This design comes from an exercise in tuning for small area on the open sky130 flow, not from production work.
The RTL was checked by simulation tests, not by an equivalence proof against the original design.
Power is estimated from default activity; no workload was simulated.

## flow/flow/run.sh

```bash
#!/bin/bash
# Own layout flow, built on the standard flow (standard.sh):
#  2. the synthesis runs again with own_synth.tcl: the same script, but ABC maps
#     the logic with abc_area_nf.script and no adder cells are placed;
#  4. the rest of the standard flow runs, with the port buffers made from the
#     smallest buffer cell and a clock tree of small clock buffers without
#     dummy loads.
# Each tool's full output goes to a log file in this folder.
set -euo pipefail
W=$(pwd)
RES=$W/orfs/results/$FLOW_PLATFORM/imu_tilt_and_gyro_rate_core/base
LOGS=$W/orfs/logs/$FLOW_PLATFORM/imu_tilt_and_gyro_rate_core/base

bash standard.sh synth > synth_standard.log 2>&1
mkdir -p ref_synth
cp $RES/1_2_yosys.v $RES/1_2_yosys.sdc $RES/1_synth.odb $RES/1_synth.sdc ref_synth/
cp $LOGS/1_2_yosys.log ref_synth/1_2_yosys.log

rm -f $RES/1_2_yosys.v $RES/1_2_yosys.sdc $RES/1_synth.odb $RES/1_synth.sdc
if ADDER_MAP_FILE= make -C "$FLOW_HOME" DESIGN_CONFIG=$W/config.mk WORK_HOME=$W/orfs \
      CLKGATE_MAP_FILE= SYNTH_SCRIPT=$W/flow/own_synth.tcl synth > synth_own.log 2>&1 \
   && python3 $W/flow/cmp_regs.py ref_synth/1_2_yosys.v $RES/1_2_yosys.v > regs_compare.log 2>&1; then
  echo "using the own synthesis" >> regs_compare.log
else
  echo "falling back to the standard synthesis" >> regs_compare.log
  cp ref_synth/1_2_yosys.v ref_synth/1_2_yosys.sdc ref_synth/1_synth.odb ref_synth/1_synth.sdc $RES/
fi
touch $RES/1_synth.odb $RES/1_synth.sdc

export BUFFER_PORTS_ARGS="-buffer_cell sky130_fd_sc_hd__buf_1"
export CTS_ARGS="-sink_clustering_enable -repair_clock_nets -dont_use_dummy_load -buf_list {sky130_fd_sc_hd__clkbuf_4} -sink_clustering_size 10 -sink_clustering_max_diameter 35"
bash standard.sh > standard_flow.log 2>&1
cp -r orfs/logs ./orfs_logs 2>/dev/null || true
```

## flow/flow/abc_area_nf.script

```
strash
&get -n
&fraig -x
&put
dc2
strash
&get -n
&dch -f
&nf -R 1000
&put
strash
&get -n
&dch -f
&nf -R 1000
&put
strash
&get -n
&dch -f
&nf -R 1000
&put
```

## flow/flow/cmp_regs.py

```python
import re, sys
def ffs(path):
    s = open(path).read()
    out = set()
    for m in re.finditer(r'^\s*(sky130_fd_sc_hd__(\w+?))\s+(\\\S+|\S+)\s*\(', s, re.M):
        cell, base, inst = m.group(1), m.group(2), m.group(3)
        if re.match(r'(e?df|sdf|dl)', base):
            out.add((re.sub(r'_\d+$', '', cell), inst))
    return out
a, b = ffs(sys.argv[1]), ffs(sys.argv[2])
print(len(a), len(b), "same" if a == b else "DIFFERENT")
if a != b:
    print(sorted(a - b)[:10]); print(sorted(b - a)[:10])
    sys.exit(1)
```

## flow/flow/own_synth.tcl

```tcl
# The standard synthesis script (synth_recipe.tcl), with one change: the
# combinational logic is mapped by ABC with abc_area_nf.script (next to this
# file) instead of ORFS's area script. Registers are mapped before ABC runs,
# so they come out as in the standard synthesis.
proc synth {args} { yosys synth -nofsm -noshare {*}$args }
set ::own_abc_script [file join [file dirname [file normalize [info script]]] abc_area_nf.script]
proc own_abc_script_trace {name1 name2 op} {
  upvar #0 abc_args a
  set i [lsearch -exact $a -script]
  if { $i >= 0 && [lindex $a [expr {$i + 1}]] ne $::own_abc_script } {
    lset a [expr {$i + 1}] $::own_abc_script
  }
}
trace add variable ::abc_args write own_abc_script_trace
source $::env(SCRIPTS_DIR)/synth.tcl
# left out here: clear keep_hierarchy, flatten, clean up, hide names made inside functions, write 1_2_yosys.v
```

## flow/standard.sh

```bash
#!/bin/bash
# synth_recipe.tcl (not shown) runs the flow's synth.tcl, then flattens the netlist and writes it again
# the make line also repeats each setting of config.mk as NAME=value (left out here)
make -C /OpenROAD-flow-scripts/flow DESIGN_CONFIG=/design/flow/config.mk WORK_HOME=/design/flow/orfs CLKGATE_MAP_FILE= SYNTH_SCRIPT=/design/flow/synth_recipe.tcl "${@:-finish}"
```

## flow/config.mk

```make
export PLATFORM = sky130hd
export DESIGN_NAME = imu_tilt_and_gyro_rate_core
export DESIGN_NICKNAME = imu_tilt_and_gyro_rate_core
export VERILOG_FILES = /design/flow/design.v
export SDC_FILE = /design/flow/constraint.sdc
export NUM_CORES = 4
export LEC_CHECK = 0
export ABC_AREA = 1
export CAP_MARGIN = 20
export CORE_MARGIN = 2
export CORE_UTILIZATION = 50
export SLEW_MARGIN = 20
```

## flow/constraint.sdc

```tcl
create_clock -name core_clock -period 11.0 [get_ports {clk}]
set_input_delay 2.2000 -clock core_clock [delete_from_list [all_inputs] [get_ports {clk}]]
set_output_delay 2.2000 -clock core_clock [all_outputs]
set_load 0.01 [all_outputs]
```

## flow/design.v

```verilog
`default_nettype none
package itgr_pkg;
    localparam logic [4:0] P_IDLE  = 5'd0;
    localparam logic [4:0] P_ZERO  = 5'd1;
    localparam logic [4:0] P_CSUM  = 5'd2;
    localparam logic [4:0] P_DLOAD = 5'd3;
    localparam logic [4:0] P_DIV   = 5'd4;
    localparam logic [4:0] P_BWR   = 5'd5;
    localparam logic [4:0] P_SQ    = 5'd6;
    localparam logic [4:0] P_SQRT  = 5'd7;
    localparam logic [4:0] P_CLOAD = 5'd8;
    localparam logic [4:0] P_CORD  = 5'd9;
    localparam logic [4:0] P_SCALE = 5'd10;
    localparam logic [4:0] P_FINAL = 5'd11;
    localparam logic [4:0] P_RD    = 5'd12;
    localparam logic [4:0] P_RM    = 5'd13;
    localparam logic [4:0] P_RF    = 5'd14;
    localparam logic [4:0] P_ACC   = 5'd15;
    localparam logic [4:0] P_RQ    = 5'd16;
endpackage
`default_nettype wire
`default_nettype none
module itgr_cordic (
    input  wire logic [3:0] step,
    input  wire logic [4:0] bit_idx,
    output logic            tab_bit
);
    logic [25:0] tab_raw;
    always_comb
    begin
        case (step)
            4'd0:   tab_raw = 26'd47185920;
            4'd1:   tab_raw = 26'd27855475;
            4'd2:   tab_raw = 26'd14718068;
            4'd3:   tab_raw = 26'd7471121;
            4'd4:   tab_raw = 26'd3750058;
            4'd5:   tab_raw = 26'd1876857;
            4'd6:   tab_raw = 26'd938658;
            4'd7:   tab_raw = 26'd469357;
            4'd8:   tab_raw = 26'd234682;
            4'd9:   tab_raw = 26'd117342;
            4'd10:  tab_raw = 26'd58671;
            4'd11:  tab_raw = 26'd29335;
            4'd12:  tab_raw = 26'd14668;
            4'd13:  tab_raw = 26'd7334;
            4'd14:  tab_raw = 26'd3667;
            default: tab_raw = 26'd1833;
        endcase
    end
    assign tab_bit = (bit_idx < 5'd26) ? tab_raw[bit_idx] : 1'b0;
endmodule
`default_nettype wire
`default_nettype none
import itgr_pkg::*;
module imu_tilt_and_gyro_rate_core (
    input  wire logic         clk,
    input  wire logic         rst_n,
    input  wire logic         s_tvalid,
    output logic              s_tready,
    input  wire logic [95:0]  s_tdata,
    input  wire logic [1:0]   s_tuser,
    output logic              m_tvalid,
    input  wire logic         m_tready,
    output logic [103:0]      m_tdata,
    output logic [2:0]        m_tuser,
    input  wire logic         cfg_valid,
    output logic              cfg_ready,
    input  wire logic [1:0]   cfg_index,
    input  wire logic [9:0]   cfg_data
);
    logic [4:0]  ph;
    logic [6:0]  j;
    logic [4:0]  k;
    logic [1:0]  m;
    logic        pr;           
    logic [1:0]  pa;           
    logic [4:0]  pb;           
    logic [7:0]  calib_reg;
    logic [9:0]  gain_reg;
    logic [7:0]  count_reg;
    logic        flag_reg;
    logic        szero, bzero, bzarm;
    logic        m_tvalid_reg;
    logic [2:0]  user_reg;
    logic [71:0] sumr, biar;
    logic [15:0] f_roll;
    logic [14:0] f_pitch;
    logic        se;
    logic [23:0] f_rx, f_ry, f_rz;
    logic        xe;
    logic [1:0]  ye;
    logic [4:0]  ze;
    logic        c0, c1, c2;           
    logic [1:0]  c3;                   
    logic        seen0;                
    logic        d1, d2;               
    logic        dq1;                  
    logic        nb, qd;               
    logic        qb;                   
    logic        abit;                 
    logic        yneg, ynz, ynz_acc, zneg, rneg;
    logic        dneg, bsign;
    logic        gt;
    logic        lownz, b23, hi;
    logic signed [15:0] ax, ay, az;
    logic [7:0]  target;
    assign ax = s_tdata[15:0];
    assign ay = s_tdata[31:16];
    assign az = s_tdata[47:32];
    assign target = (calib_reg == 8'd0) ? 8'd1 : calib_reg;
    function automatic logic [1:0] fadd(input logic a, input logic b, input logic c);
        fadd = {(a & b) | (a & c) | (b & c), a ^ b ^ c};
    endfunction
    logic [2:0]  in_word;
    logic [6:0]  in_pos, in_off, in_d;
    logic [3:0]  in_idx;
    logic [15:0] in_w;
    logic        in_raw, in_low, in_bit;
    always_comb
    begin
        in_word = 3'd0;
        in_pos  = j;
        in_off  = 7'd0;
        unique case (ph)
            P_CSUM:
            begin
                in_word = {1'b0, pa} + 3'd3;
                in_pos  = {2'b00, pb};
            end
            P_RD:
            begin
                in_word = {1'b0, m} + 3'd3;
                in_off  = 7'd4;
            end
            P_RM:
            begin
                in_word = {1'b0, m} + 3'd3;
                in_off  = 7'd11;
            end
            P_SQ:
            begin
                in_word = m[0] ? 3'd2 : 3'd1;
                in_off  = (j == 7'd0) ? 7'd0 : {2'b00, k};
                in_pos  = (j == 7'd0) ? {2'b00, k} : j;
            end
            default:    
            begin
                in_word = !m[0] ? 3'd2 : (pr ? 3'd1 : 3'd0);
                in_off  = 7'd8;
            end
        endcase
        in_d   = in_pos - in_off;
        in_low = (in_pos < in_off);
        in_idx = (in_d > 7'd15) ? 4'd15 : in_d[3:0];
        case (in_word)
            3'd0:    in_w = s_tdata[15:0];
            3'd1:    in_w = s_tdata[31:16];
            3'd2:    in_w = s_tdata[47:32];
            3'd3:    in_w = s_tdata[63:48];
            3'd4:    in_w = s_tdata[79:64];
            default: in_w = s_tdata[95:80];
        endcase
        in_raw = in_w[in_idx];
        in_bit = in_low ? 1'b0 : in_raw;
    end
    logic [23:0] f_rsel;
    always_comb
    begin
        case (m)
            2'd0:    f_rsel = f_rx;
            2'd1:    f_rsel = f_ry;
            default: f_rsel = f_rz;
        endcase
    end
    logic ysp, xsp, ypos, fsp, spneg;
    logic [15:0] kconst, cconst;
    localparam logic [28:0] Z180P = 29'd188743680;
    localparam logic [28:0] Z180N = 29'd0 - 29'd188743680;
    logic sn0;
    assign sn0 = (j == 7'd0) ? 1'b0 : seen0;
    always_comb
    begin
        if (!pr)
        begin
            ysp  = (ax == 16'sd0);
            xsp  = (ay == 16'sd0) && (az == 16'sd0);
            ypos = ax[15];
        end
        else
        begin
            ysp  = (ay == 16'sd0);
            xsp  = (az == 16'sd0);
            ypos = !ay[15];
        end
        fsp    = ysp || xsp;
        spneg  = !ysp && !ypos;
        kconst = ysp ? ((pr && az[15]) ? 16'd18000 : 16'd0) : 16'd9000;
        cconst = pr ? 16'd18000 : 16'd9000;
    end
    logic tab_bit;
    itgr_cordic u_tab (
        .step    (k[3:0]),
        .bit_idx (j[4:0]),
        .tab_bit (tab_bit)
    );
    logic [6:0] jlast;
    always_comb
    begin
        case (ph)
            P_CSUM:  jlast = 7'd71;
            P_DLOAD: jlast = 7'd28;
            P_DIV:   jlast = 7'd27;
            P_BWR:   jlast = 7'd23;
            P_SQRT:  jlast = 7'd29;
            P_CLOAD: jlast = 7'd28;
            P_CORD:  jlast = 7'd28;
            P_SCALE: jlast = 7'd36;
            P_FINAL: jlast = pr ? 7'd15 : 7'd14;
            P_RD:    jlast = 7'd23;
            P_RM:    jlast = 7'd29;
            P_RQ:    jlast = 7'd28;
            P_RF:    jlast = 7'd23;
            default: jlast = 7'd31;
        endcase
    end
    logic jend, syncp, stall, act;
    assign jend  = (j == jlast);
    logic [1:0] sync_pa;
    logic [4:0] sync_pb;
    always_comb
    begin
        sync_pa = m;
        sync_pb = 5'd0;
        if (ph == P_CSUM)
            sync_pa = 2'd0;
        else if (ph == P_RM)
        begin
            sync_pa = (m == 2'd0) ? 2'd2 : m - 2'd1;
            sync_pb = 5'd17;
        end
    end
    assign syncp = (ph == P_CSUM || ph == P_DLOAD || ph == P_BWR || ph == P_RD || ph == P_RM);
    assign stall = syncp && (j == 7'd0) && !((pb == sync_pb) && (pa == sync_pa));
    assign act   = !stall;
    assign s_tready  = (ph == P_ACC);
    assign cfg_ready = 1'b1;
    assign m_tvalid  = m_tvalid_reg;
    assign m_tuser   = user_reg;
    assign m_tdata   = {flag_reg, f_rz, f_ry, f_rx, f_pitch, f_roll};
    logic [1:0] s_dv, s_pm, s_rq, s_csum, s_dload, s_sq, s_sqrt, s_x, s_y, s_z, s_rd, s_rr;
    logic [2:0] s3;
    logic       sum_h, bias_h;
    logic       b_sq_op, b_sq_a, sq_abit, sq_inv;
    logic       sqrt_s, sqrt_rsh, sqrt_t, q_new;
    logic       tapx, tapy, dir, opx, opy, opz;
    logic       ld_src, ld_neg, ld_v, ld_z;
    logic       sc_c, sc_t2, sc_t5, sc_t6, sc_p, sc_m, sc_r;
    logic       fin_v, fin_o;
    logic       rm_dc, rm_sn, rm_m, rm_p;
    logic       rf_v;
    logic       dl_raw, dl_s, dl_h;
    logic       dv_n, dv_sh;
    logic       bw_q, bw_v;
    logic [6:0] jk;
    assign sum_h  = szero ? 1'b0 : sumr[0];
    assign bias_h = bzero ? 1'b0 : biar[0];
    always_comb
    begin
        s_csum = fadd(sum_h, in_bit, (pb == 5'd0) ? 1'b0 : c0);
        dl_raw  = (j >= 7'd4 && j <= 7'd27) ? sumr[68] : 1'b0;
        dl_s    = dl_raw ^ (dneg & sn0);
        dl_h    = (j < 7'd7) ? target[j[2:0] + 3'd1] : 1'b0;
        s_dload = fadd(dl_s, dl_h, (j == 7'd0) ? 1'b0 : c0);
        dv_n  = (j < 7'd8) ? target[j[2:0]] : 1'b0;
        dv_sh = (j == 7'd0) ? nb : ((k == 5'd1) ? 1'b0 : dq1);
        s_dv  = fadd(dv_sh, rneg ? dv_n : ~dv_n, (j == 7'd0) ? ~rneg : c0);
        bw_q = ze[4];
        bw_v = (j <= 7'd20) ? (bw_q ^ (dneg & sn0)) : bsign;
        sq_abit = (j == 7'd0) ? in_raw : abit;
        sq_inv  = (k == 5'd15);
        b_sq_a  = (m == 2'd0 && k == 5'd0) ? 1'b0 : f_roll[0];
        b_sq_op = sq_abit & (sq_inv ^ ((j < {2'b00, k}) ? 1'b0 : in_raw));
        s_sq    = fadd(b_sq_a, b_sq_op, (j == 7'd0) ? (sq_abit & sq_inv) : c0);
        sqrt_s   = (k < 5'd16) ? f_pitch[14] : 1'b0;
        sqrt_rsh = (j < 7'd2) ? sqrt_s : ((k == 5'd0) ? 1'b0 : d2);
        if (j == 7'd0)
            sqrt_t = 1'b1;
        else if (j == 7'd1)
            sqrt_t = rneg;
        else
            sqrt_t = f_rx[23];    
        s_sqrt = fadd(sqrt_rsh, rneg ? sqrt_t : ~sqrt_t, (j == 7'd0) ? ~rneg : c0);
        q_new  = (j == 7'd0) ? qb : dq1;
        if (!m[0])
        begin
            ld_src = pr ? in_bit : q_new;
            ld_neg = pr && az[15];
        end
        else
        begin
            ld_src = in_bit;
            ld_neg = !pr || az[15];
        end
        ld_v = ld_src ^ (ld_neg & sn0);
        if (!pr || !az[15])
            ld_z = 1'b0;
        else if (!ay[15])
            ld_z = Z180P[j[4:0]];
        else
            ld_z = Z180N[j[4:0]];
        jk   = {2'b00, k} + j;
        dir  = !yneg && ynz;
        tapy = (jk > 7'd25) ? yneg : f_ry[k[3:0]];
        tapx = (jk > 7'd24) ? 1'b0 : f_rx[k[3:0]];
        opx  = dir ? tapy : ~tapy;
        opy  = dir ? ~tapx : tapx;
        opz  = dir ? tab_bit : ~tab_bit;
        s_x  = fadd(f_rx[0], opx, (j == 7'd0) ? ~dir : c0);
        s_y  = fadd(f_ry[0], opy, (j == 7'd0) ? dir : c1);
        s_z  = fadd(f_rz[0], opz, (j == 7'd0) ? ~dir : c2);
        sc_t2 = (j < 7'd2) ? 1'b0 : (j > 7'd30) ? zneg : ze[3];
        sc_t5 = (j < 7'd5) ? 1'b0 : (j > 7'd33) ? zneg : ze[0];
        sc_t6 = (j < 7'd6) ? 1'b0 : (j > 7'd34) ? zneg : f_rz[23];
        s3    = {2'b00, sc_t2} + {2'b00, sc_t5} + {2'b00, sc_t6} + {1'b0, (j == 7'd0) ? 2'b00 : c3};
        sc_p  = s3[0];
        sc_m  = sc_p ^ (zneg & sn0);
        s_rr  = fadd(sc_m, (j == 7'd19), (j == 7'd0) ? 1'b0 : c1);
        sc_r  = s_rr[0];
        sc_c  = (j >= 7'd20 && j < 7'd36) ? cconst[4'(j - 7'd20)] : 1'b0;
        if (fsp)
            fin_v = kconst[j[3:0]];
        else if (gt)
            fin_v = cconst[j[3:0]];
        else
            fin_v = pr ? f_roll[0] : f_pitch[0];
        if (j[3:0] == 4'd15)
            fin_v = 1'b0;
        fin_o = fin_v ^ ((fsp ? spneg : zneg) & sn0);
        rm_dc = (ph == P_RM) ? ((j == 7'd7) ? 1'b1 : c0) : ((j == 7'd0) ? 1'b1 : c0);
        s_rd  = fadd(in_bit, ~bias_h, rm_dc);
        rm_sn = (j == 7'd7) ? 1'b0 : seen0;
        rm_m  = (j < 7'd7) ? 1'b0 : (s_rd[0] ^ (dneg & rm_sn));
        rm_p  = (k == 5'd0 || j == 7'd29) ? 1'b0 : f_rz[0];
        s_pm  = fadd(rm_p, rm_m & gain_reg[k[3:0]], (j == 7'd0) ? 1'b0 : c1);
        s_rq  = fadd(f_rz[1], (j == 7'd0) ? f_rz[0] : c1, 1'b0);
        if (dneg ? (hi || (b23 && lownz)) : (hi || b23))
            rf_v = dneg ? (j == 7'd23) : (j != 7'd23);
        else
            rf_v = f_rsel[0] ^ (dneg & sn0);
    end
    logic rs_en, roll_en, pitch_en, rs_in, roll_in, pitch_in;
    logic rx_en, ry_en, rz_en, rx_in, ry_in, rz_in;
    logic fx_en, fy_en, fz_en, fr_in;
    always_comb
    begin
        rs_en = 1'b0; roll_en = 1'b0; pitch_en = 1'b0;
        rs_in = 1'b0; roll_in = 1'b0; pitch_in = 1'b0;
        rx_en = 1'b0; ry_en = 1'b0; rz_en = 1'b0;
        rx_in = 1'b0; ry_in = 1'b0; rz_in = 1'b0;
        fx_en = 1'b0; fy_en = 1'b0; fz_en = 1'b0; fr_in = 1'b0;
        unique case (ph)
            P_ZERO:
            begin
                rs_en = 1'b1;
                fx_en = 1'b1; fy_en = 1'b1; fz_en = 1'b1;
            end
            P_DLOAD:
            begin
                rz_en = act;
                rz_in = s_dload[0];
            end
            P_DIV:
            begin
                rz_en = 1'b1;
                rz_in = (j == 7'd27) ? qd : f_rz[0];
                rx_en = (k != 5'd0) && (j < 7'd25);
                rx_in = s_dv[0];
            end
            P_BWR:
            begin
                rz_en = act;
                rz_in = f_rz[0];
            end
            P_SQ:
            begin
                rs_en = 1'b1;
                rs_in = s_sq[0];
            end
            P_SQRT:
            begin
                rs_en = (j < 7'd30);
                rs_in = f_roll[0];
                ry_en = (j < 7'd26);
                ry_in = s_sqrt[0];
                rx_en = (j < 7'd25);
                rx_in = q_new;
            end
            P_CLOAD:
            begin
                rx_en = !m[0] && (j < 7'd25);
                rx_in = ld_v;
                ry_en = m[0] && (j < 7'd26);
                ry_in = ld_v;
                rz_en = !m[0];
                rz_in = ld_z;
            end
            P_CORD:
            begin
                rx_en = (j < 7'd25);
                rx_in = s_x[0];
                ry_en = (j < 7'd26);
                ry_in = s_y[0];
                rz_en = 1'b1;
                rz_in = s_z[0];
            end
            P_SCALE:
            begin
                rz_en    = 1'b1;
                rz_in    = f_rz[0];
                roll_en  = pr && (j >= 7'd20) && (j < 7'd36);
                pitch_en = !pr && (j >= 7'd20) && (j < 7'd35);
                roll_in  = sc_r;
                pitch_in = sc_r;
            end
            P_FINAL:
            begin
                roll_en  = pr;
                pitch_en = !pr;
                roll_in  = fin_o;
                pitch_in = fin_o;
            end
            P_RM:
            begin
                rz_en = act;
                rz_in = s_pm[0];
            end
            P_RQ:
            begin
                rz_en = 1'b1;
                rz_in = (m == 2'd2) ? s_rq[0] : f_rz[0];
                fx_en = (m == 2'd0) && (j < 7'd24);
                fy_en = (m == 2'd1) && (j < 7'd24);
                fr_in = s_rq[0];
            end
            P_RF:
            begin
                fx_en = (m == 2'd0);
                fy_en = (m == 2'd1);
                fz_en = (m == 2'd2);
                fr_in = rf_v;
            end
            default:
            begin
            end
        endcase
    end
    always_ff @(posedge clk)
    begin
        if (rs_en)
        begin
            f_roll  <= {f_pitch[0], f_roll[15:1]};
            f_pitch <= {se, f_pitch[14:1]};
            se      <= rs_in;
        end
        if (roll_en)
            f_roll <= {roll_in, f_roll[15:1]};
        if (pitch_en)
            f_pitch <= {pitch_in, f_pitch[14:1]};
        if (rx_en)
        begin
            f_rx <= {xe, f_rx[23:1]};
            xe   <= rx_in;
        end
        else if (fx_en)
            f_rx <= {fr_in, f_rx[23:1]};
        if (ry_en)
        begin
            f_ry <= {ye[0], f_ry[23:1]};
            ye   <= {ry_in, ye[1]};
        end
        else if (fy_en)
            f_ry <= {fr_in, f_ry[23:1]};
        if (rz_en)
        begin
            f_rz <= {ze[0], f_rz[23:1]};
            ze   <= {rz_in, ze[4:1]};
        end
        else if (fz_en)
            f_rz <= {fr_in, f_rz[23:1]};
    end
    logic sum_in, bias_in;
    assign sum_in  = (ph == P_CSUM && act) ? s_csum[0] : sum_h;
    assign bias_in = (ph == P_BWR && act) ? bw_v : bias_h;
    always_ff @(posedge clk)
    begin
        sumr <= {sum_in, sumr[71:1]};
        biar <= {bias_in, biar[71:1]};
    end
    always_ff @(posedge clk or negedge rst_n)
    begin
        if (!rst_n)
        begin
            ph           <= P_IDLE;
            pa           <= '0;
            pb           <= '0;
            calib_reg    <= 8'd60;
            gain_reg     <= 10'd70;
            count_reg    <= '0;
            flag_reg     <= 1'b0;
            szero        <= 1'b1;
            bzero        <= 1'b1;
            bzarm        <= 1'b1;
            m_tvalid_reg <= 1'b0;
        end
        else
        begin
            if (pb == 5'd23 && pa == 2'd2)
            begin
                if (bzarm)
                    bzarm <= 1'b0;
                else
                    bzero <= 1'b0;
            end
            if (pb == 5'd23)
            begin
                pb <= '0;
                pa <= (pa == 2'd2) ? 2'd0 : pa + 2'd1;
            end
            else
                pb <= pb + 5'd1;
            if (cfg_valid)
            begin
                if (cfg_index == 2'd0)
                    calib_reg <= cfg_data[7:0];
                else if (cfg_index == 2'd1)
                    gain_reg <= cfg_data;
            end
            if (ph == P_ACC)
                m_tvalid_reg <= 1'b1;
            else if (m_tready)
                m_tvalid_reg <= 1'b0;
            unique case (ph)
                P_IDLE:
                begin
                    if (s_tvalid && !m_tvalid_reg)
                    begin
                        case (s_tuser)
                            2'd1: ph <= P_SQ;
                            2'd0:
                            begin
                                if (count_reg < target)
                                begin
                                    count_reg <= count_reg + 8'd1;
                                    ph        <= P_CSUM;
                                end
                                else
                                    ph <= P_ZERO;
                            end
                            2'd2:
                            begin
                                ph        <= P_ZERO;
                                szero     <= 1'b1;
                                bzero     <= 1'b1;
                                bzarm     <= 1'b1;
                                count_reg <= '0;
                                flag_reg  <= 1'b0;
                            end
                            default: ph <= P_ZERO;
                        endcase
                    end
                end
                P_ZERO:
                    if (jend)
                        ph <= P_ACC;
                P_CSUM:
                    if (act && jend)
                    begin
                        szero <= 1'b0;
                        ph    <= (count_reg == target) ? P_DLOAD : P_ZERO;
                    end
                P_DLOAD:
                    if (act && jend)
                    begin
                        ph <= P_DIV;
                    end
                P_DIV:
                    if (jend)
                    begin
                        if (k == 5'd28)
                            ph <= P_BWR;
                    end
                P_BWR:
                    if (act && jend)
                    begin
                        if (m == 2'd2)
                        begin
                            flag_reg <= 1'b1;
                            ph       <= P_ZERO;
                        end
                        else
                            ph <= P_DLOAD;
                    end
                P_SQ:
                    if (jend)
                    begin
                        if (k == 5'd15)
                        begin
                            if (m == 2'd1)
                            begin
                                ph <= P_SQRT;
                            end
                        end
                    end
                P_SQRT:
                    if (jend)
                    begin
                        if (k == 5'd23)
                            ph <= P_CLOAD;
                    end
                P_CLOAD:
                    if (jend)
                    begin
                        if (m[0])
                        begin
                            ph <= P_CORD;
                        end
                    end
                P_CORD:
                    if (jend)
                    begin
                        if (k == 5'd15)
                            ph <= P_SCALE;
                    end
                P_SCALE:
                    if (jend)
                        ph <= P_FINAL;
                P_FINAL:
                    if (jend)
                    begin
                        ph <= pr ? P_RD : P_CLOAD;
                    end
                P_RD:
                    if (act && jend)
                    begin
                        ph <= P_RM;
                    end
                P_RM:
                    if (act && jend)
                    begin
                        if (k == 5'd9)
                            ph <= P_RQ;
                    end
                P_RQ:
                    if (jend)
                        ph <= P_RF;
                P_RF:
                    if (jend)
                    begin
                        ph <= (m == 2'd2) ? P_ACC : P_RD;
                    end
                P_ACC:
                    ph <= P_IDLE;
                default:
                    ph <= P_IDLE;
            endcase
        end
    end
    logic [4:0] k_next;
    always_ff @(posedge clk or negedge rst_n)
    begin
        if (!rst_n)
            k <= '0;
        else
            k <= k_next;
    end
    always_ff @(posedge clk)
    begin
        if (ph == P_IDLE || ph == P_ACC)
            j <= '0;
        else if (act)
            j <= jend ? 7'd0 : j + 7'd1;
        unique case (ph)
            P_IDLE:
            begin
                m  <= '0;
                pr <= 1'b0;
            end
            P_CSUM:
                if (act && jend)
                    m <= '0;
            P_BWR:
                if (act && jend)
                    m <= m + 2'd1;
            P_SQ:
                if (jend && k == 5'd15)
                    m <= m[0] ? 2'd0 : m + 2'd1;
            P_CLOAD:
                if (jend)
                    m <= m[0] ? 2'd0 : m + 2'd1;
            P_FINAL:
                if (jend)
                begin
                    pr <= 1'b1;
                    m  <= '0;
                end
            P_RF:
                if (jend)
                    m <= m + 2'd1;
            default:
            begin
            end
        endcase
    end
    always_comb
    begin
        k_next = k;
        unique case (ph)
            P_IDLE:
                k_next = '0;
            P_DLOAD:
                if (act && jend)
                    k_next = '0;
            P_RD:
                if (act && jend)
                    k_next = '0;
            P_DIV:
                if (jend)
                    k_next = k + 5'd1;
            P_SQRT:
                if (jend)
                    k_next = k + 5'd1;
            P_CORD:
                if (jend)
                    k_next = k + 5'd1;
            P_SQ:
                if (jend)
                    k_next = (k == 5'd15) ? 5'd0 : k + 5'd1;
            P_CLOAD:
                if (jend && m[0])
                    k_next = '0;
            P_RM:
                if (act && jend)
                    k_next = k + 5'd1;
            default:
            begin
            end
        endcase
    end
    logic ybit;
    assign ybit = (ph == P_CLOAD) ? ld_v : s_y[0];
    always_ff @(posedge clk)
    begin
        d1  <= f_ry[0];
        d2  <= d1;
        dq1 <= (ph == P_SQRT && k == 5'd0) ? 1'b0 : f_rx[0];
        c3   <= s3[2:1];
        ynz_acc <= (j < 7'd26) ? (((j == 7'd0) ? 1'b0 : ynz_acc) | ybit) : ynz_acc;
        unique case (ph)
            P_CSUM:  c0 <= s_csum[1];
            P_DLOAD: c0 <= s_dload[1];
            P_DIV:   c0 <= s_dv[1];
            P_RM:    c0 <= s_rd[1];
            P_SQ:    c0 <= s_sq[1];
            P_SQRT:  c0 <= s_sqrt[1];
            P_RD:    c0 <= s_rd[1];
            default: c0 <= s_x[1];
        endcase
        unique case (ph)
            P_SCALE: c1 <= s_rr[1];
            P_RM:    c1 <= s_pm[1];
            P_RQ:    c1 <= s_rq[1];
            default: c1 <= s_y[1];
        endcase
        c2 <= s_z[1];
        unique case (ph)
            P_DLOAD: seen0 <= sn0 | dl_raw;
            P_BWR:   seen0 <= sn0 | bw_q;
            P_CLOAD: seen0 <= sn0 | ld_src;
            P_SCALE: seen0 <= sn0 | sc_p;
            P_FINAL: seen0 <= sn0 | fin_v;
            P_RM:    seen0 <= rm_sn | s_rd[0];
            default: seen0 <= sn0 | f_rsel[0];
        endcase
    end
    always_ff @(posedge clk)
    begin
        unique case (ph)
            P_IDLE:
            begin
                rneg <= 1'b0;
                qb   <= 1'b0;
                if (s_tvalid && !m_tvalid_reg)
                begin
                    case (s_tuser)
                        2'd1:    user_reg <= 3'd2;
                        2'd0:    user_reg <= (count_reg < target) ? 3'd0 : 3'd4;
                        2'd2:    user_reg <= 3'd3;
                        default: user_reg <= 3'd4;
                    endcase
                end
            end
            P_CSUM:
                if (count_reg == target)
                    user_reg <= 3'd1;
            P_DLOAD:
                if (act && j == 7'd0)
                begin
                    dneg <= sumr[23];
                    rneg <= 1'b0;
                    qd   <= 1'b0;
                end
            P_DIV:
            begin
                if (j == 7'd27)
                    nb <= f_rz[0];
                if (j == 7'd24 && k != 5'd0)
                begin
                    rneg <= s_dv[0];
                    qd   <= ~s_dv[0];
                end
            end
            P_BWR:
                if (j == 7'd20)
                    bsign <= bw_v;
            P_SQ:
                if (j == 7'd0)
                    abit <= in_raw;
            P_SQRT:
                if (j == 7'd25)
                begin
                    rneg <= s_sqrt[0];
                    qb   <= ~s_sqrt[0];
                end
            P_CLOAD:
                if (j == 7'd28)
                begin
                    if (m[0])
                    begin
                        yneg <= ye[1];
                        ynz  <= ynz_acc;
                    end
                    else
                        zneg <= ld_z;
                end
            P_CORD:
                if (j == 7'd28)
                begin
                    yneg <= ye[1];
                    ynz  <= ynz_acc;
                    zneg <= s_z[0];
                end
            P_SCALE:
                if (j >= 7'd20)
                    gt <= (sc_r & ~sc_c) | (~(sc_r ^ sc_c) & ((j == 7'd20) ? 1'b0 : gt));
            P_RD:
                if (act && j == 7'd23)
                    dneg <= s_rd[0];
            P_RQ:
            begin
                if (j == 7'd0)
                    lownz <= s_rq[0];
                else if (j <= 7'd22)
                    lownz <= lownz | s_rq[0];
                if (j == 7'd23)
                    b23 <= s_rq[0];
                if (j == 7'd24)
                    hi <= s_rq[0];
                else if (j > 7'd24 && j <= 7'd27)
                    hi <= hi | s_rq[0];
            end
            default:
            begin
            end
        endcase
    end
endmodule
`default_nettype wire
```

==> run summary, run 1 <==
worst-case clock buffer depth=3; vias=12300; Syn Area/Cell=10.7 µm²; EDFF count, synth=133; met2 WL=19700 µm; endpoint class of the critical path=register; Sink Count=341; Root Buffer=clkbuf_4; number of global-route vias before repair=11400; Post-CTS Setup Inserts=0; Die Width=171 µm; top cell type's share of synthesized area=0.286; Total Power=5.26 mW; top cells by count, synth=dfxtp_1 (160), nor2_1 (146), nand2_1 (145), edfxtp_1 (133), a21oi_1 (116); Syn Inst Count=1312; Final Cycle Share=0.817; worst hold path class=reg2reg; clock latency on the worst-skew pair=0.72 ns; fin. max-slew vios=0; Arr. time, crit path=9.42 ns; Area Growth Syn to Fin=13.1%; worst-margin pin slew=1.10 ns; port bufs=223; area occupied by multi-input gates=0.00547 mm²; Core Area=0.0276 mm²; CP max-delay cell=nor3_1; row count=61; Synth Cell Area=0.0140 mm²; DIE AREA=0.0293 mm²; top flop regs=biar: 72 flops, sumr: 72 flops; routed wl met3=4060 µm; top post-synthesis cells by area=edfxtp_1 (29%), dfxtp_1 (23%), dfrtp_1 (6.8%); first-pass GRT wire length=65900 µm; GPL Wtd Cong=1.01; GRT Overall Usage=0.296; PwrDens=333 mW/mm²; crit-path max FO=8; Avg WL per Cell=22.6 µm; fillers=2532; worst ir drop on vdd=0.000161 V; Critical Path Most Common Cell=a21oi_1; HPWL after DPL=32900 µm; Yosys warnings=2; asr flop ratio synth=0.141; pin count of the biggest net entering global routing=49; final worst slack=2.01 ns; max-cap check violation count=0; Clock Skew=0.100 ns; Post-route DRC=0; initial core utilization=0.506; vias per cell=6.21; status=timing/DRC/antenna clean; Final setup viols=0; Synth area leader=edfxtp_1; worst reg2reg path depth=33; prevailing post-synth register cell=dfxtp_1; TritonCTS buffer count=52; CTS clock-pin slew for the worst setup and hold paths=0.09 ns; Final Hold Fails=0; CTS tree=done; most common cell in the synthesized netlist=dfxtp_1; slew margin rel.=0.257; Die Ht=171 µm; worst endpoint required time=11.44 ns; crit path launch type=register; H-tree levels=2; FMAX=0.111 GHz; flops & latches, synth=341; cell leakage power=5.61 nW; total global routing overflow=0; post-route ant nets=0; initial antenna violation count=2; Seq/Total Area, Yosys=0.602; Final min period=8.99 ns; layout cell share with drive strength beyond 1=0.0536; # resized after CTS=0; Nets=1721; RSZ-0062 raised after global routing=false; post-route cell area=0.0158 mm²; register area=0.00841 mm²; final WL=44700 µm; Initial DRT Pass Iterations=6; post-synth cell types=57; critical path type=reg2reg; Min-Delay Path Depth=0; M1 WL=19200 µm; hold-fix buffers at CTS=0; Cell Area, Placed=0.0154 mm²; initial drt markers=1555; final core occ=0.573; IO Pins=225; setup_tns=0 ns; syn nets=1427; CP max stage delay=0.70 ns; top routing layer used=met4; worst slack at placement=2.15 ns
[through the flow]
stage / hold WS, ns / cells
2_1_floorplan: 0.310 / 1312
3_3_place_gp: 0.310 / 1927
3_5_place_dp: 0.312 / 1928
4_1_cts: 0.304 / 1980
5_1_grt: 0.311 / 1983
6_report: 0.301 / 1983
[path summary, 6_finish.rpt]
path | slack, ns | startpoint | to
setup / recovery | 2.01 | j[6]$_SDFFE_PP0N_ | ze[4]$_DFFE_PP_
hold / removal | 0.30 | sumr[71]$_DFF_P_ | sumr[70]$_DFF_P_
setup reg to reg | 2.01 | j[6]$_SDFFE_PP0N_ | ze[4]$_DFFE_PP_
hold reg to reg | 0.30 | sumr[71]$_DFF_P_ | sumr[70]$_DFF_P_
max in group asynchronous | 8.84 | rst_n | pb[1]$_DFF_PN0_
min in group asynchronous | 1.59 | rst_n | gain_reg[5]$_DFFE_PN0P_
[logic make-up (layout without fill, tap and decap cells)]
| family | count (synthesis) | after routing | synth area share |
|---|---|---|---|
| flops | 341 | 341 | 0.602 |
| simple gates | 480 | 480 | 0.158 |
| xor+xnor | 57 | 57 | 0.0357 |
| mux | 28 | 28 | 0.0217 |
| buf+inv | 26 | 318 | 0.00752 |
| compound gates | 371 | 371 | 0.170 |
| fa+ha+maj | 8 | 8 | 0.00573 |
| other cells | 1 | 2 | 0.000268 |
[layer usage]
| metal | vias to the layer above | track usage |
|---|---|---|
| li1 | 5559 | - |
| met4 | 0 | 0.118 |
| met5 | - | 0 |
| met2 | 710 | 0.443 |
| met3 | 137 | 0.0492 |
| met1 | 5905 | 0.430 |
[where the power goes]
group,switching (mW),internal [mW]
Combinational,1.70,0.811
Sequential,0.295,1.86
Clock,0.382,0.215
Total,2.37,2.89
[cells in the final DEF, fill, tap and decap left out, types with 19 or more instances in the layout]
| master | n |
|---|---|
| dfxtp_1 | 160 |
| mux2_1 | 19 |
| nand3_1 | 33 |
| nand2_1 | 145 |
| clkinv_1 | 24 |
| dfrtp_1 | 38 |
| nor3_1 | 43 |
| xor2_1 | 20 |
| o22ai_1 | 31 |
| nor2_1 | 146 |
| xnor2_1 | 37 |
| a21oi_1 | 115 |
| clkbuf_4 | 52 |
| edfxtp_1 | 133 |
| o21ai_0 | 84 |
| nor4_1 | 20 |
| a222oi_1 | 33 |
| buf_1 | 222 |
[layout make-up]
| cell class | instances | share of cell area |
|---|---|---|
| clock buffers | 52 | 0.0247 |
| well taps | 378 | 0.0299 |
| flip-flops and latches | 341 | 0.532 |
| inverters | 24 | 0.00570 |
| repair buffers | 242 | 0.0619 |
| diodes | 1 | 0.000158 |
| multi-input cells | 945 | 0.346 |
[worst max-delay path: cells and delay by family, from the launching register on]
kind	cells	cell delay, ns
AND/OR/NAND/NOR	12	3.29
AO/OA/AOI/OAI	13	3.08
XOR/XNOR	5	1.15
adder cells (fa/ha/maj)	2	0.76
flip-flops	1	0.39
buffers and inverters	1	0.10
==> run 2: changes to the inputs <==
--- a/flow/flow/run.sh
+++ b/flow/flow/run.sh
@@ -30,3 +30,3 @@
 export BUFFER_PORTS_ARGS="-buffer_cell sky130_fd_sc_hd__buf_1"
-export CTS_ARGS="-sink_clustering_enable -repair_clock_nets -dont_use_dummy_load -buf_list {sky130_fd_sc_hd__clkbuf_4} -sink_clustering_size 10 -sink_clustering_max_diameter 35"
+export CTS_ARGS="-sink_clustering_enable -repair_clock_nets -dont_use_dummy_load -buf_list {sky130_fd_sc_hd__clkbuf_4} -sink_clustering_size 13 -sink_clustering_max_diameter 40"
 bash standard.sh > standard_flow.log 2>&1
==> flow/flow/abc_area_nf.script (replaced) <==
strash
&get -n
&fraig -x
&put
dc2
strash
&get -n
&dch -f
&nf -R 1000
&put
==> run 2 against run 1 <==
  * Sequential power rose by 5%
  * Clock-buffer cell count fell by 7
  * Clock skew increased by 0.037 ns
  * Maximum frequency grew 4.8%
  * Via count barely moved
  * Clock power is 4.9% lower
  * Routed wire length grew 0.25%
==> run summary, run 2 <==
critical path type=reg2reg; commonest cells after routing, fill and taps aside=buf_1 (222), nand2_1 (169), dfxtp_1 (160); Post-CTS Setup Inserts=0; top post-synthesis cells by area=edfxtp_1 (28%), dfxtp_1 (23%), dfrtp_1 (6.7%); # resized after CTS=0; Syn Inst Count=1328; asr flop ratio synth=0.141; Area Growth Syn to Fin=12.8%; FMAX=0.117 GHz; worst reg2reg path depth=30; post-synthesis adder-cell area fraction=0.00639; CP max stage delay=0.69 ns; Die Ht=172 µm; Core Area=0.0278 mm²; fillers=2534; CTS tree=done; crit-path max FO=14; Yosys warnings=2; endpoint class of the critical path=register; CP max-delay cell=nor3b_1; register area=0.00841 mm²; vias per cell=6.18; first-pass GRT wire length=65700 µm; Seq/Total Area, Yosys=0.596; worst-case clock buffer depth=3; prevailing post-synth register cell=dfxtp_1; Min-Delay Path Depth=0; pin count of the biggest net entering global routing=49; GPL Wtd Cong=0.989; Final Hold Fails=0; post-synth cell types=64; Cell Area, Placed=0.0155 mm²; worst endpoint required time=11.44 ns; H-tree levels=2; final WL=44900 µm; fin. max-slew vios=0; mux contribution to synthesized area=0.0205; Worst R2R End=ze[4]$_DFFE_PP_; largest family of logic cells by synthesized area=compound AO/OA/AOI/OAI gates; HPWL after DPL=32900 µm; setup_tns=0 ns; worst-margin pin slew=1.05 ns; post-route ant nets=0; GRT Overall Usage=0.294; worst hold path class=reg2reg; flops & latches, synth=341; clock latency on the worst-skew pair=0.72 ns; Syn Area/Cell=10.6 µm²; Synth Cell Area=0.0141 mm²; Clock Skew=0.137 ns; Post-route DRC=0; XOR/XNOR Fraction of Synth Area=0.0383; top cells by count, synth=nand2_1 (171), dfxtp_1 (160), edfxtp_1 (133), nor2_1 (128), a21oi_1 (94); top flop regs=biar: 72 flops, sumr: 72 flops; commonest non-fill, non-tap cell in the layout=buf_1; IO Pins=225; Nets=1730; layout cell share with drive strength beyond 1=0.0508; CTS clock-pin slew for the worst setup and hold paths=0.12 ns; PwrDens=363 mW/mm²; Simple-Gate Fraction of Synth Area=0.160; post-route cell area=0.0159 mm²; Initial DRT Pass Iterations=7; total global routing overflow=0; EDFF count, synth=133; Final min period=8.57 ns; Die Width=172 µm; Avg WL per Cell=22.5 µm; Buf/Inv on CP=1; max-cap check violation count=0; worst hold endpoint=biar[30]$_DFF_P_; initial core utilization=0.508; Root Buffer=clkbuf_4; Arr. time, crit path=9.02 ns; Synth area leader=edfxtp_1; row count=61; r2r setup slk=2.43 ns; Sink Count=341; Final setup viols=0; port bufs=223; DIE AREA=0.0296 mm²; worst r2r src=j[5]$_SDFFE_PP0N_; initial drt markers=1474; RSZ-0062 raised after global routing=false; Final Cycle Share=0.779; HP Start=biar[31]$_DFF_P_; number of global-route vias before repair=11100; slew margin rel.=0.291; vias=12300; worst ir drop on vdd=0.000180 V; syn nets=1443; cell leakage power=5.68 nW; crit path launch type=register; area occupied by multi-input gates=0.00561 mm²; most common cell in the synthesized netlist=nand2_1; initial antenna violation count=1; top cell type's share of synthesized area=0.283; hold-fix buffers at CTS=0; status=timing/DRC/antenna clean; Synth Area in Compound Gates=0.171; TritonCTS buffer count=45; delay-heaviest family, CP=simple AND/OR/NAND/NOR gates
## run 2: changes by cell type after synthesis, sizes merged, moves of 6 or more
cell	change
a22oi	+11
nor2	-18
o22ai	-7
a21boi	+6
mux2i	-6
a21oi	-22
a31oi	+13
o21ai	+9
nand2	+26
a222oi	-10
a211oi	+9
## run 2: cell type report
class,instances,share of cell area
repair buffers,242,0.0617
flip-flops and latches,341,0.529
clock buffers,45,0.0212
diodes,1,0.000157
multi-input cells,961,0.353
inverters,24,0.00566
well taps,378,0.0297
## run 2: cells by family after synthesis
| logic type | Yosys count |
|---|---|
| AO/OA/AOI/OAI | 375 |
| flip-flops | 341 |
| buffers and inverters | 26 |
| other | 1 |
| multiplexers | 26 |
| adder cells (fa/ha/maj) | 9 |
| XOR/XNOR | 60 |
| AND/OR/NAND/NOR | 490 |
## run 2: per-layer routing
metal / wire length [µm] / GRT usage
met5: 0 / 0
met4: 1470 / 0.0954
met3: 4370 / 0.0700
met2: 19700 / 0.441
met1: 19300 / 0.422
## run 2: how the worst max path moves through the flow
stage / start / end / cells past startpoint
2_1_floorplan: j[5]$_SDFFE_PP0N_ / ze[4]$_DFFE_PP_ / 29
3_3_place_gp: j[5]$_SDFFE_PP0N_ / ze[4]$_DFFE_PP_ / 29
4_1_cts: j[5]$_SDFFE_PP0N_ / ze[4]$_DFFE_PP_ / 29
3_5_place_dp: j[5]$_SDFFE_PP0N_ / ze[4]$_DFFE_PP_ / 29
5_1_grt: j[5]$_SDFFE_PP0N_ / ze[4]$_DFFE_PP_ / 30
6_report: j[5]$_SDFFE_PP0N_ / ze[4]$_DFFE_PP_ / 30
## run 2: metrics by stage
stage                      util  power (mW)  cells  hold slack (ns)  setup WS [ns]
after floorplan               -        4.07   1328            0.310           3.68
after global placement    0.559        5.11   1944            0.311           1.80
after detailed placement  0.559        5.12   1945            0.312           1.56
after CTS                 0.571        5.70   1990            0.328           1.63
after global routing      0.572        6.13   1992            0.326           1.72
final                     0.572        5.77   1992            0.323           2.43
## run 2: where the power goes
part | total (mW) | switching, mW | leakage, nW | internal [mW]
clock network | 0.567 | 0.380 | 0.207 | 0.187
registers | 2.26 | 0.329 | 3.14 | 1.94
logic | 2.94 | 1.98 | 2.33 | 0.955
==> run 3: changes to the inputs <==
--- a/flow/flow/run.sh
+++ b/flow/flow/run.sh
@@ -30,3 +30,3 @@
 export BUFFER_PORTS_ARGS="-buffer_cell sky130_fd_sc_hd__buf_1"
-export CTS_ARGS="-sink_clustering_enable -repair_clock_nets -dont_use_dummy_load -buf_list {sky130_fd_sc_hd__clkbuf_4} -sink_clustering_size 13 -sink_clustering_max_diameter 40"
+export CTS_ARGS="-sink_clustering_enable -repair_clock_nets -dont_use_dummy_load -buf_list {sky130_fd_sc_hd__clkbuf_2} -sink_clustering_size 6 -sink_clustering_max_diameter 30"
 bash standard.sh > standard_flow.log 2>&1
==> run 3 against run 2 <==
  * Routed wire length rose by 1.1%
  * Design area up 0.31%
  * Clock skew decreased by 0.0098 ns
  * Power up 0.64%
  * Synthesized cell count stayed put
  * First-iteration DRC count is 19% higher
  * Combinational power about the same
  * Largest power group unchanged
==> run summary, run 3 <==
status=timing/DRC/antenna clean; Area Growth Syn to Fin=13.1%; post-route cell area=0.0160 mm²; hold-fix buffers at CTS=0; GRT Overall Usage=0.298; Clock Power Share=0.104; TritonCTS buffer count=77; Sink Count=341; Avg WL per Cell=22.4 µm; Net Sw Power=2.73 mW; crit-path max FO=14; register area=0.00841 mm²; Placed Cells incl. Taps=1945; Final Cycle Share=0.792; Synth area leader=edfxtp_1; clock latency on the worst-skew pair=0.87 ns; Clock Skew=0.128 ns; CTS clock-pin slew for the worst setup and hold paths=0.11 ns; total global routing overflow=0; prevailing post-synth register cell=dfxtp_1; hold_ws=0.254 ns; GPL Wtd Cong=0.989; flops & latches, synth=341; row count=61; number of global-route vias before repair=11400; worst r2r src=j[5]$_SDFFE_PP0N_; HPWL after DPL=32900 µm; Int Power=3.07 mW; Nets=1762; area occupied by multi-input gates=0.00561 mm²; DIE AREA=0.0296 mm²; post-synth cell types=64; worst-margin pin slew=1.03 ns; Die Ht=172 µm; Post-CTS Setup Inserts=0; top flop regs=biar: 72 flops, sumr: 72 flops; endpoint class of the critical path=register; fin. max-slew vios=0; Seq pwr share=0.390; Final min period=8.71 ns; Root Buffer=clkbuf_2; Arr. time, crit path=9.21 ns; top post-synthesis cells by area=edfxtp_1 (28%), dfxtp_1 (23%), dfrtp_1 (6.7%); final core occ=0.574; max-cap check violation count=0; worst ir drop on vdd=0.000149 V; worst endpoint required time=11.49 ns; layout cell share with drive strength beyond 1=0.0693; Cell Area, Placed=0.0155 mm²; post-route ant nets=0; PwrDens=364 mW/mm²; vias per cell=6.18; asr flop ratio synth=0.141; commonest cells after routing, fill and taps aside=buf_1 (222), nand2_1 (169), dfxtp_1 (160); Syn Inst Count=1328; CP max-delay cell=nor3b_1; crit path launch type=register; Yosys warnings=2; RSZ-0062 raised after global routing=false; EDFF count, synth=133; Final Hold Fails=0; top cells by count, synth=nand2_1 (171), dfxtp_1 (160), edfxtp_1 (133), nor2_1 (128), a21oi_1 (94); Syn Area/Cell=10.6 µm²; Final setup viols=0; cell leakage power=5.79 nW; most common cell in the synthesized netlist=nand2_1; sw frac=0.471; first-pass GRT wire length=66500 µm; delay-heaviest family, CP=simple AND/OR/NAND/NOR gates; initial core utilization=0.508; IO Pins=225; fillers=2556; setup_tns=0 ns; commonest non-fill, non-tap cell in the layout=buf_1; Seq/Total Area, Yosys=0.596; # resized after CTS=0; H-tree levels=3; Synth Cell Area=0.0141 mm²; initial antenna violation count=1; worst hold path class=reg2reg; Core Area=0.0278 mm²; Comb pwr share=0.506; Buf/Inv on CP=1; Initial DRT Pass Iterations=8; Die Width=172 µm; initial drt markers=1749; final WL=45300 µm; FMAX=0.115 GHz; top cell type's share of synthesized area=0.283; slew margin rel.=0.312; critical path launch point=j[5]$_SDFFE_PP0N_; critical path type=reg2reg; port bufs=223; HP Start=sumr[57]$_DFF_P_; worst-case clock buffer depth=3; CP max stage delay=0.69 ns; CTS tree=done; Post-route DRC=0; syn nets=1443; Non-Filler Instances=2025; pin count of the biggest net entering global routing=49; vias=12500
[run 3: cell counts after synthesis]
Identical to the previous run, type by type.
[run 3: power by group through the flow]
stage / registers (mW) / logic (mW) / clock network, mW
finish: 2.26 / 2.94 / 0.604
global route: 2.31 / 3.17 / 0.684
CTS: 2.26 / 2.85 / 0.630
detailed placement: 2.28 / 2.84 / 0
global placement: 2.28 / 2.83 / 0
floorplan: 2.30 / 1.76 / 0
[run 3: routing by layer]
layer	share of wire	global-route usage	vias to the layer above
met5	0	0	-
met4	0.032	0.109	0
met3	0.096	0.0769	131
met2	0.44	0.441	692
met1	0.43	0.424	6041
li1	-	-	5645
[run 3: path summary, 6_finish.rpt]
| kind | slack (ns) | to | depth (start not counted) |
|---|---|---|---|
| worst min register to register | 0.25 | sumr[56]$_DFF_P_ | 0 |
| max in group asynchronous | 9.03 | k[4]$_DFFE_PN0P_ | 2 |
| worst max-delay path | 2.29 | ze[4]$_DFFE_PP_ | 30 |
| min in group asynchronous | 1.45 | ph[1]$_DFFE_PN0P_ | 2 |
| worst max register to register | 2.29 | ze[4]$_DFFE_PP_ | 30 |
| worst min-delay path | 0.25 | sumr[56]$_DFF_P_ | 0 |
[run 3: final cells by class]
cell class / count / area share
Sequential cell: 341 / 0.527
Antenna cell: 2 / 0.000314
Clock buffer: 77 / 0.0242
Inverter: 24 / 0.00565
Timing Repair Buffer: 242 / 0.0615
Multi-Input combinational cell: 961 / 0.352
Tap cell: 378 / 0.0296
[run 3: cells by family after synthesis]
group	Yosys count	share of synthesized area
other	1	0.000266
flip-flops	341	0.596
adder cells (fa/ha/maj)	9	0.00639
XOR/XNOR	60	0.0383
multiplexers	26	0.0205
AO/OA/AOI/OAI	375	0.171
buffers and inverters	26	0.00745
AND/OR/NAND/NOR	490	0.160
[run 3: metrics by stage]
| stage | worst slack, ns | power, mW |
|---|---|---|
| after floorplan | 3.68 | 4.07 |
| after global placement | 1.80 | 5.11 |
| after detailed placement | 1.56 | 5.12 |
| after CTS | 1.50 | 5.75 |
| after global routing | 1.59 | 6.17 |
| final | 2.29 | 5.80 |
==> run 4: changes to the inputs <==
--- a/flow/design.v
+++ b/flow/design.v
@@ -16,3 +16,2 @@
     localparam logic [4:0] P_RM    = 5'd13;
-    localparam logic [4:0] P_RF    = 5'd14;
     localparam logic [4:0] P_ACC   = 5'd15;
@@ -81,3 +80,3 @@
     logic        flag_reg;
-    logic        szero, bzero, bzarm;
+    logic        bzero, bzarm;         
     logic        m_tvalid_reg;
@@ -103,3 +102,2 @@
     logic        gt;
-    logic        lownz, b23, hi;
     logic signed [15:0] ax, ay, az;
@@ -165,11 +163,2 @@
     end
-    logic [23:0] f_rsel;
-    always_comb
-    begin
-        case (m)
-            2'd0:    f_rsel = f_rx;
-            2'd1:    f_rsel = f_ry;
-            default: f_rsel = f_rz;
-        endcase
-    end
     logic ysp, xsp, ypos, fsp, spneg;
@@ -221,3 +210,2 @@
             P_RQ:    jlast = 7'd28;
-            P_RF:    jlast = 7'd23;
             default: jlast = 7'd31;
@@ -259,3 +247,3 @@
     logic       rm_dc, rm_sn, rm_m, rm_p;
-    logic       rf_v;
+    logic       rf_v, rs_c;
     logic       dl_raw, dl_s, dl_h;
@@ -264,3 +252,3 @@
     logic [6:0] jk;
-    assign sum_h  = szero ? 1'b0 : sumr[0];
+    assign sum_h  = bzero ? 1'b0 : sumr[0];
     assign bias_h = bzero ? 1'b0 : biar[0];
@@ -345,6 +333,7 @@
         s_rq  = fadd(f_rz[1], (j == 7'd0) ? f_rz[0] : c1, 1'b0);
-        if (dneg ? (hi || (b23 && lownz)) : (hi || b23))
+        if (gt)
             rf_v = dneg ? (j == 7'd23) : (j != 7'd23);
         else
-            rf_v = f_rsel[0] ^ (dneg & sn0);
+            rf_v = s_rq[0] ^ (dneg & sn0);
+        rs_c = dneg ? (j == 7'd1 || j == 7'd25) : (j <= 7'd24);
     end
@@ -439,12 +428,5 @@
                 rz_en = 1'b1;
-                rz_in = (m == 2'd2) ? s_rq[0] : f_rz[0];
+                rz_in = (m == 2'd2) ? rf_v : f_rz[0];
                 fx_en = (m == 2'd0) && (j < 7'd24);
                 fy_en = (m == 2'd1) && (j < 7'd24);
-                fr_in = s_rq[0];
-            end
-            P_RF:
-            begin
-                fx_en = (m == 2'd0);
-                fy_en = (m == 2'd1);
-                fz_en = (m == 2'd2);
                 fr_in = rf_v;
@@ -509,3 +491,2 @@
             flag_reg     <= 1'b0;
-            szero        <= 1'b1;
             bzero        <= 1'b1;
@@ -561,3 +542,2 @@
                                 ph        <= P_ZERO;
-                                szero     <= 1'b1;
                                 bzero     <= 1'b1;
@@ -577,3 +557,2 @@
                     begin
-                        szero <= 1'b0;
                         ph    <= (count_reg == target) ? P_DLOAD : P_ZERO;
@@ -654,8 +633,3 @@
                     if (jend)
-                        ph <= P_RF;
-                P_RF:
-                    if (jend)
-                    begin
                         ph <= (m == 2'd2) ? P_ACC : P_RD;
-                    end
                 P_ACC:
@@ -705,3 +679,3 @@
                 end
-            P_RF:
+            P_RQ:
                 if (jend)
@@ -781,3 +755,3 @@
             P_RM:    seen0 <= rm_sn | s_rd[0];
-            default: seen0 <= sn0 | f_rsel[0];
+            default: seen0 <= sn0 | s_rq[0];
         endcase
@@ -857,15 +831,5 @@
                     dneg <= s_rd[0];
-            P_RQ:
-            begin
-                if (j == 7'd0)
-                    lownz <= s_rq[0];
-                else if (j <= 7'd22)
-                    lownz <= lownz | s_rq[0];
-                if (j == 7'd23)
-                    b23 <= s_rq[0];
-                if (j == 7'd24)
-                    hi <= s_rq[0];
-                else if (j > 7'd24 && j <= 7'd27)
-                    hi <= hi | s_rq[0];
-            end
+            P_RM:
+                if (act && k == 5'd9 && j != 7'd0)
+                    gt <= (s_pm[0] & ~rs_c) | (~(s_pm[0] ^ rs_c) & ((j == 7'd1) ? 1'b1 : gt));
             default:
--- a/flow/flow/run.sh
+++ b/flow/flow/run.sh
@@ -30,3 +30,3 @@
 export BUFFER_PORTS_ARGS="-buffer_cell sky130_fd_sc_hd__buf_1"
-export CTS_ARGS="-sink_clustering_enable -repair_clock_nets -dont_use_dummy_load -buf_list {sky130_fd_sc_hd__clkbuf_2} -sink_clustering_size 6 -sink_clustering_max_diameter 30"
+export CTS_ARGS="-sink_clustering_enable -repair_clock_nets -dont_use_dummy_load -buf_list {sky130_fd_sc_hd__clkbuf_4} -sink_clustering_size 10 -sink_clustering_max_diameter 35"
 bash standard.sh > standard_flow.log 2>&1
==> flow/flow/abc_area_nf.script (replaced) <==
strash
&get -n
&fraig -x
&put
dc2
strash
&get -n
&dch -f
&nf -R 1000
&put
strash
&get -n
&dch -f
&nf -R 1000
&put
strash
&get -n
&dch -f
&nf -R 1000
&put
==> run 4 against run 3 <==
  * Clock-buffer cell count shrank 24
  * Power decreased by 12%
  * Routed wire length rose by 1.5%
  * Non-clock buffer count is 10 higher
  * Largest cell class unchanged
  * Synthesized area is 1.5% lower
==> run summary, run 4 <==
worst hold path class=reg2reg; commonest cells after routing, fill and taps aside=buf_1 (222), dfxtp_1 (160), nand2_1 (144); Root Buffer=clkbuf_4; CTS clock-pin slew for the worst setup and hold paths=0.09 ns; layout cell share with drive strength beyond 1=0.0583; Avg WL per Cell=23.1 µm; CP max stage delay=0.46 ns; asr flop ratio synth=0.139; top flop regs=biar: 72 flops, sumr: 72 flops; GRT Overall Usage=0.313; TritonCTS buffer count=53; Final Cycle Share=0.741; flops & latches, synth=337; Final setup viols=0; worst-case clock buffer depth=3; HPWL after DPL=34300 µm; total global routing overflow=0; Synth Cell Area=0.0139 mm²; DIE AREA=0.0291 mm²; syn nets=1424; delay-heaviest family, CP=simple AND/OR/NAND/NOR gates; worst endpoint required time=11.36 ns; pin count of the biggest net entering global routing=48; Arr. time, crit path=8.51 ns; Final Hold Fails=0; slew margin rel.=0.246; GPL Wtd Cong=0.996; crit-path max FO=20; row count=61; status=timing/DRC/antenna clean; # resized after CTS=0; hold-fix buffers at CTS=0; Post-CTS Setup Inserts=0; initial drt markers=1353; IO Pins=225; top cell type's share of synthesized area=0.281; Core Area=0.0276 mm²; top cells by count, synth=dfxtp_1 (160), nand2_1 (144), nor2_1 (138), edfxtp_1 (130), a21oi_1 (99); Seq pwr share=0.408; initial antenna violation count=1; Syn Area/Cell=10.6 µm²; Nets=1729; Post-route DRC=0; Int Power=2.80 mW; FMAX=0.123 GHz; worst ir drop on vdd=0.000145 V; EDFF count, synth=130; CP max-delay cell=nand2_1; setup_tns=0 ns; Comb pwr share=0.474; initial core utilization=0.504; Die Ht=171 µm; critical path type=reg2reg; max-cap check violation count=0; crit path launch type=register; number of global-route vias before repair=11400; fin. max-slew vios=0; top post-synthesis cells by area=edfxtp_1 (28%), dfxtp_1 (23%), dfrtp_1 (6.8%); Clock Skew=0.0717 ns; clock latency on the worst-skew pair=0.70 ns; cell leakage power=5.69 nW; Synth area leader=edfxtp_1; RSZ-0062 raised after global routing=false; Net Sw Power=2.29 mW; Syn Inst Count=1309; post-route ant nets=0; Clock Power Share=0.118; post-synth cell types=63; CTS tree=done; first-pass GRT wire length=68400 µm; vias=12100; vias per cell=6.10; fillers=2490; port bufs=223; H-tree levels=2; Buf/Inv on CP=3; final WL=46000 µm; prevailing post-synth register cell=dfxtp_1; PwrDens=322 mW/mm²; most common cell in the synthesized netlist=dfxtp_1; Die Width=171 µm; Sink Count=337; Yosys warnings=2; Final min period=8.15 ns; Initial DRT Pass Iterations=9; sw frac=0.449; hold_ws=0.293 ns; Area Growth Syn to Fin=13.9%; worst-margin pin slew=1.13 ns; Seq/Total Area, Yosys=0.597; commonest non-fill, non-tap cell in the layout=buf_1; endpoint class of the critical path=register
-- run 4: cell count changes after synthesis, sizes merged, moves of 6 or more --
cell	delta
nand2	-27
nor2	+10
a31oi	-6
a21o	+6
nand4	+10
a211oi	-10
nand2b	+9
-- run 4: cell families after synthesis --
logic type | count (synthesis) | synth area share
mux | 25 | 0.0196
fa+ha+maj | 10 | 0.00721
compound gates | 370 | 0.171
other cells | 1 | 0.000270
simple gates | 488 | 0.165
buf+inv | 26 | 0.00757
flops | 337 | 0.597
xor+xnor | 52 | 0.0328
-- run 4: metrics by stage --
| stage | instances | power [mW] | instance area, µm² | setup WS [ns] | util |
|---|---|---|---|---|---|
| final | 1991 | 5.09 | 15800 | 2.85 | 0.574 |
| after global routing | 1991 | 5.41 | 15800 | 2.00 | 0.574 |
| after CTS | 1990 | 5.05 | 15800 | 3.05 | 0.574 |
| after detailed placement | 1937 | 4.44 | 15400 | 3.04 | 0.559 |
| after global placement | 1937 | 4.43 | 15400 | 3.27 | 0.559 |
| after floorplan | 1309 | 3.54 | 13900 | 4.06 | - |
-- run 4: power by group through the flow --
stage	clock, mW	sequential [mW]	combinational, mW
2_1_floorplan	0	2.12	1.42
3_3_place_gp	0	2.08	2.35
3_5_place_dp	0	2.10	2.34
4_1_cts	0.624	2.07	2.35
5_1_grt	0.672	2.12	2.61
6_report	0.601	2.08	2.42
-- run 4: cell type report --
cell class | count | area (µm²) | area share
sequential | 337 | 8290 | 0.525
multi-input combinational | 946 | 5500 | 0.348
timing repair buffer | 252 | 1060 | 0.0668
tap | 378 | 473 | 0.0299
clock buffer | 53 | 398 | 0.0252
inverter | 24 | 90.1 | 0.00570
antenna | 1 | 2.50 | 0.000158
-- run 4: metal layers --
layer	routed length (µm)	up-vias	GRT usage
met2	20800	758	0.495
li1	-	5541	-
met5	0	-	0
met4	2030	0	0.136
met3	4430	127	0.0585
met1	18700	5720	0.422
-- run 4: path summary, 6_finish.rpt --
check | from | end | slack [ns] | depth (start not counted)
max in group asynchronous | rst_n | ph[4]$_DFFE_PN0P_ | 8.90 | 2
setup / recovery | j[1]$_SDFFE_PP0N_ | gt$_DFFE_PP_ | 2.85 | 37
hold / removal | biar[49]$_DFF_P_ | biar[48]$_DFF_P_ | 0.29 | 0
hold reg to reg | biar[49]$_DFF_P_ | biar[48]$_DFF_P_ | 0.29 | 0
min in group asynchronous | rst_n | calib_reg[6]$_DFFE_PN0P_ | 1.61 | 2
setup reg to reg | j[1]$_SDFFE_PP0N_ | gt$_DFFE_PP_ | 2.85 | 37

static timing again, ports no longer ideal:
The flow's constraints put no driver on any port. The routed layouts listed below were extracted and timed again, unchanged, in two steps.
Step 1, drivers: a clkbuf_16 drives clk and a buf_2 each remaining input, both assumed.
Step 2 also shifts input and output timing later by t, the mid clock arrival at the registers, as if the neighbouring blocks saw the same clock.
Three values: ideal ports, drivers, drivers and shift; two values: the first two.
run | t, ns | setup slack, ns | latest minus earliest clock arrival (ns) | worst slew at a driven data input, ns | pins driven straight from the clock port
run 1 | 0.714 | 2.014 / 2.014 / 2.014 | 0.100 / 0.101 | 0.04 | 1
run 2 | 0.701 | 2.427 / 2.427 / 2.427 | 0.146 / 0.146 | 0.05 | 1
run 3 | 0.851 | 2.286 / 2.286 / 2.286 | 0.128 / 0.128 | 0.05 | 1
run 4 | 0.706 | 2.851 / 2.851 / 2.851 | 0.072 / 0.072 | 0.05 | 1
After both steps setup and hold are still met in every run listed.
